From an optimization exercise on the open Yosys and OpenROAD flow, aimed at small area and a short achievable clock period; shortcuts taken in it are not production practice. In this exercise RTL edits were held to simulation tests only and were not proved equivalent to the original. The clock input has no modelled driver; a real chip could not lean on it and would need a root buffer or a full tree. Power figures rest on the tool's default switching activity, not on a simulated workload.

Setup of old:
==> flow/design.v (excerpt) <==
module mem_link_responder #(
  parameter int DEPTH = 16
) (
  input  logic              clk_i,
  input  logic              reset_n_i,
  input  logic [LINK_W-1:0] mem_fwd_link_i,
  output logic [LINK_W-1:0] mem_fwd_link_o,
  output logic [LINK_W-1:0] mem_rev_link_o
);
Size in the first run: ~3800 cells after synthesis, roughly 1300 flip-flops.
==> module mem_link_word_ram, before the edit <==
module mem_link_word_ram #(
  parameter int DEPTH = 16
) (
  input  logic              clk_i,
  input  logic              clr_i,
  input  logic              we_i,
  input  logic [DEPTH-1:0]  pos_i,
  input  logic [DEPTH-1:0]  pos_nxt_i,
  input  logic [DATA_W-1:0] wdata_i,
  output logic [DATA_W-1:0] rdata_o
);
  localparam int HALF = DEPTH / 2;
  logic [DATA_W-1:0] ring_q [DEPTH];
  logic [DEPTH-1:0]  vld_q, vld_d, vld_x;
  logic [DEPTH-1:0]  rsel_q;
  logic [DATA_W-1:0] wbuf1_q, wbuf2_q;
  logic [HALF-1:0]   sel1_q, sel2a_q, sel2_q;
  logic              use1_q;
  logic [HALF-1:0]   ins_s;
  logic [DATA_W-1:0] ins_data_s;
  logic              odd_s;
  always_comb begin
    odd_s = 1'b0;
    for (int k = 0; k < HALF; k++) begin
      ins_s[k] = sel1_q[k] | sel2_q[k];
      odd_s    = odd_s | pos_i[2*k+1];
    end
  end
  assign ins_data_s = use1_q ? wbuf1_q : wbuf2_q;
  always_ff @(posedge clk_i) begin
    for (int k = 0; k < HALF; k++) begin
      ring_q[2*k]   <= ins_s[k] ? ins_data_s : ring_q[2*k+1];
      ring_q[2*k+1] <= ring_q[(2*k+2) % DEPTH];
    end
    wbuf1_q <= wdata_i;
    wbuf2_q <= wbuf1_q;
  end
  always_comb begin
    for (int k = 0; k < HALF; k++) begin
      vld_x[2*k]   = ins_s[k] | vld_q[2*k+1];
      vld_x[2*k+1] = vld_q[(2*k+2) % DEPTH];
    end
  end
  assign vld_d = vld_x & {DEPTH{~clr_i}};
  always_ff @(posedge clk_i) begin
    vld_q <= vld_d;
    for (int p = 0; p < DEPTH; p++) begin
      rsel_q[p] <= pos_nxt_i[(p+DEPTH-1) % DEPTH] & vld_x[p];
    end
  end
  always_ff @(posedge clk_i) begin
    if (clr_i) begin
      sel1_q  <= '0;
      sel2a_q <= '0;
      sel2_q  <= '0;
      use1_q  <= 1'b0;
    end else begin
      for (int k = 0; k < HALF; k++) begin
        sel1_q[k]  <= we_i & pos_i[2*k+1];
        sel2a_q[k] <= we_i & pos_i[(2*k+2) % DEPTH];
      end
      sel2_q <= sel2a_q;
      use1_q <= we_i & odd_s;
    end
  end
  always_comb begin
    rdata_o = '0;
    for (int p = 0; p < DEPTH; p++) begin
      rdata_o = rdata_o | ({DATA_W{rsel_q[p]}} & ring_q[p]);
    end
  end
endmodule
==> flow/config.mk <==
export PLATFORM = sky130hd
export DESIGN_NAME = mem_link_responder
export DESIGN_NICKNAME = mem_link_responder
export VERILOG_FILES = /design/flow/design.v
export SDC_FILE = /design/flow/constraint.sdc
export NUM_CORES = 4
export LEC_CHECK = 0
export ABC_CLOCK_PERIOD_IN_PS = 2000
export CAP_MARGIN = 20
export CORE_MARGIN = 2
export CORE_UTILIZATION = 40
export SETUP_SLACK_MARGIN = 3.3
export SLEW_MARGIN = 20
export TNS_END_PERCENT = 10
export BUFFER_PORTS_ARGS = -buffer_cell sky130_fd_sc_hd__buf_2
export CTS_ARGS = -sink_clustering_enable -repair_clock_nets -sink_clustering_size 30 -sink_clustering_max_diameter 100 -dont_use_dummy_load
export PRE_CTS_TCL = /design/flow/flow/noroot_cts.tcl
==> flow/constraint.sdc <==
create_clock -name core_clock -period 5.2 [get_ports {clk_i}]
set_input_delay 1.0400 -clock core_clock [delete_from_list [all_inputs] [get_ports {clk_i}]]
set_output_delay 1.0400 -clock core_clock [all_outputs]
set_load 0.01 [all_outputs]
standard.sh (not shown) runs the stock make flow with config.mk's settings and CLKGATE_MAP_FILE= SYNTH_SCRIPT=/design/flow/synth_recipe.tcl, a recipe that flattens the netlist after the stock synthesis.
==> flow/flow/run.sh <==
#!/bin/bash
# Own flow: the standard layout (standard.sh, standard synthesis) with
# these changes to how the layout is made:
#  - the ports are buffered with buf_2 cells (the default picks a slow delay
#    cell for them);
#  - CTS clusters up to 30 sinks per leaf buffer and inserts no dummy loads;
set -euo pipefail
cat >> config.mk <<EOC
export BUFFER_PORTS_ARGS = -buffer_cell sky130_fd_sc_hd__buf_2
export CTS_ARGS = -sink_clustering_enable -repair_clock_nets -sink_clustering_size 30 -sink_clustering_max_diameter 100 -dont_use_dummy_load
export PRE_CTS_TCL = $PWD/flow/noroot_cts.tcl
EOC
bash standard.sh > flow_make.log 2>&1
==> flow/flow/noroot_cts.tcl <==
rename clock_tree_synthesis my_tritoncts

proc my_is_clkbuf {inst} {
  return [string match "sky130_fd_sc_hd__clkbuf_*" [[$inst getMaster] getName]]
}

proc my_out_net {inst} {
  foreach it [$inst getITerms] {
    if {[$it isOutputSignal]} { return [$it getNet] }
  }
  return "NULL"
}

proc my_loads {net} {
  set loads {}
  foreach it [$net getITerms] {
    if {[$it isInputSignal]} { lappend loads $it }
  }
  return $loads
}

proc my_drop_root_buffer {} {
  set block [ord::get_db_block]
  set clk [$block findNet clk_i]
  set loads [my_loads $clk]
  if {[llength $loads] != 1} { return }
  set root [[lindex $loads 0] getInst]
  if {![my_is_clkbuf $root]} { return }
  set rnet [my_out_net $root]
  set sub [my_loads $rnet]
  if {[llength $sub] > 4} { return }
  foreach s $sub {
    if {![my_is_clkbuf [$s getInst]]} { return }
  }
  foreach s $sub {
    $s disconnect
    $s connect $clk
  }
  foreach o [$root getITerms] { $o disconnect }
  odb::dbInst_destroy $root
  odb::dbNet_destroy $rnet
  puts "my_drop_root_buffer: clk_i now drives [llength $sub] clock buffers"
}

proc clock_tree_synthesis {args} {
  my_tritoncts {*}$args
  my_drop_root_buffer
}
Relative to old, the following input files were edited for new:
--- a/flow/design.v
+++ b/flow/design.v
@@ -35,69 +35,74 @@
   input  logic [DEPTH-1:0]  pos_i,
   input  logic [DEPTH-1:0]  pos_nxt_i,
   input  logic [DATA_W-1:0] wdata_i,
   output logic [DATA_W-1:0] rdata_o
 );
   localparam int HALF = DEPTH / 2;
+  localparam logic [DEPTH-1:0] POL = {(DEPTH/4){4'b0110}};
   logic [DATA_W-1:0] ring_q [DEPTH];
   logic [DEPTH-1:0]  vld_q, vld_d, vld_x;
   logic [DEPTH-1:0]  rsel_q;
+  logic [DEPTH-1:0]  rseln_q;
   logic [DATA_W-1:0] wbuf1_q, wbuf2_q;
-  logic [HALF-1:0]   sel1_q, sel2a_q, sel2_q;
+  logic [HALF-1:0]   sel2a_q, ins_q, insn_q, ins_d;
   logic              use1_q;
-  logic [HALF-1:0]   ins_s;
   logic [DATA_W-1:0] ins_data_s;
   logic              odd_s;
   always_comb begin
     odd_s = 1'b0;
     for (int k = 0; k < HALF; k++) begin
-      ins_s[k] = sel1_q[k] | sel2_q[k];
+      ins_d[k] = ~clr_i & ((we_i & pos_i[2*k+1]) | sel2a_q[k]);
       odd_s    = odd_s | pos_i[2*k+1];
     end
   end
   assign ins_data_s = use1_q ? wbuf1_q : wbuf2_q;
   always_ff @(posedge clk_i) begin
     for (int k = 0; k < HALF; k++) begin
-      ring_q[2*k]   <= ins_s[k] ? ins_data_s : ring_q[2*k+1];
+      ring_q[2*k]   <= ~((ring_q[2*k+1] | {DATA_W{ins_q[k]}}) &
+                         ((ins_data_s ^ {DATA_W{~POL[2*k]}}) | {DATA_W{insn_q[k]}}));
       ring_q[2*k+1] <= ring_q[(2*k+2) % DEPTH];
     end
     wbuf1_q <= wdata_i;
     wbuf2_q <= wbuf1_q;
   end
   always_comb begin
     for (int k = 0; k < HALF; k++) begin
-      vld_x[2*k]   = ins_s[k] | vld_q[2*k+1];
+      vld_x[2*k]   = ins_q[k] | vld_q[2*k+1];
       vld_x[2*k+1] = vld_q[(2*k+2) % DEPTH];
     end
   end
   assign vld_d = vld_x & {DEPTH{~clr_i}};
   always_ff @(posedge clk_i) begin
     vld_q <= vld_d;
     for (int p = 0; p < DEPTH; p++) begin
-      rsel_q[p] <= pos_nxt_i[(p+DEPTH-1) % DEPTH] & vld_x[p];
+      rsel_q[p]  <= pos_nxt_i[(p+DEPTH-1) % DEPTH] & vld_x[p];
+      rseln_q[p] <= ~(pos_nxt_i[(p+DEPTH-1) % DEPTH] & vld_x[p]);
     end
   end
   always_ff @(posedge clk_i) begin
+    ins_q  <= ins_d;
+    insn_q <= ~ins_d;
     if (clr_i) begin
-      sel1_q  <= '0;
       sel2a_q <= '0;
-      sel2_q  <= '0;
       use1_q  <= 1'b0;
     end else begin
       for (int k = 0; k < HALF; k++) begin
-        sel1_q[k]  <= we_i & pos_i[2*k+1];
         sel2a_q[k] <= we_i & pos_i[(2*k+2) % DEPTH];
       end
-      sel2_q <= sel2a_q;
       use1_q <= we_i & odd_s;
     end
   end
   always_comb begin
     rdata_o = '0;
     for (int p = 0; p < DEPTH; p++) begin
-      rdata_o = rdata_o | ({DATA_W{rsel_q[p]}} & ring_q[p]);
+      if (POL[p]) begin
+        rdata_o = rdata_o | ~({DATA_W{rseln_q[p]}} | ring_q[p]);
+      end else begin
+        rdata_o = rdata_o | ({DATA_W{rsel_q[p]}} & ring_q[p]);
+      end
     end
   end
 endmodule
 import mem_link_pkg::*;
 module mem_link_responder #(
   parameter int DEPTH = 16
Findings:
new: full flow OK, the timing, DRC and antenna checks passed. Of new and old, the lower switching power share of the total belongs to old. Against old, new reports a sequential cell fraction of total power that is lower. Utilization was lower in the run labelled old. Looking at worst setup path startpoint, the rev_data_q[6]$_SDFFE_PN0N_ result is from old; the rev_data_q[7]$_SDFFE_PN0N_ one comes from new. Re combinational share of power: old was lower than new. Setup WNS old -> new: worse. Going from old to new, vertical die dimension decreased by 0.74% relative to the old numbers; total routed wirelength increased 19%; met3 wire length has increased; period utilization picked up an extra 0.75 points.

## port drivers added, routing unchanged
How much do the figures lean on ideal ports? The routed layouts below were timed once more, with nothing changed but the port constraints.
Step 1: set_driving_cell puts a clkbuf_16 on clk_i and a buf_2 on each other input, an assumption about the parent block.
Step 2 also shifts input and output timing later by t, the mid clock arrival at the registers, as if the neighbouring blocks saw the same clock.
Three values: ideal, step 1, step 2; two values: the first two.
run | t (ns) | setup slack, ns | hold slack, ns | worst setup path after step 2
old | 0.593 | 3.164 / 3.018 / 2.777 | 0.289 / 0.289 / 0.289 | input to register
new | 0.579 | 3.125 / 2.990 / 2.703 | 0.303 / 0.303 / 0.303 | input to register
After both steps setup and hold are still met in every run listed. The setup slack of new, which loses most, moves by -0.135 ns with the drivers and by -0.422 ns with both steps.
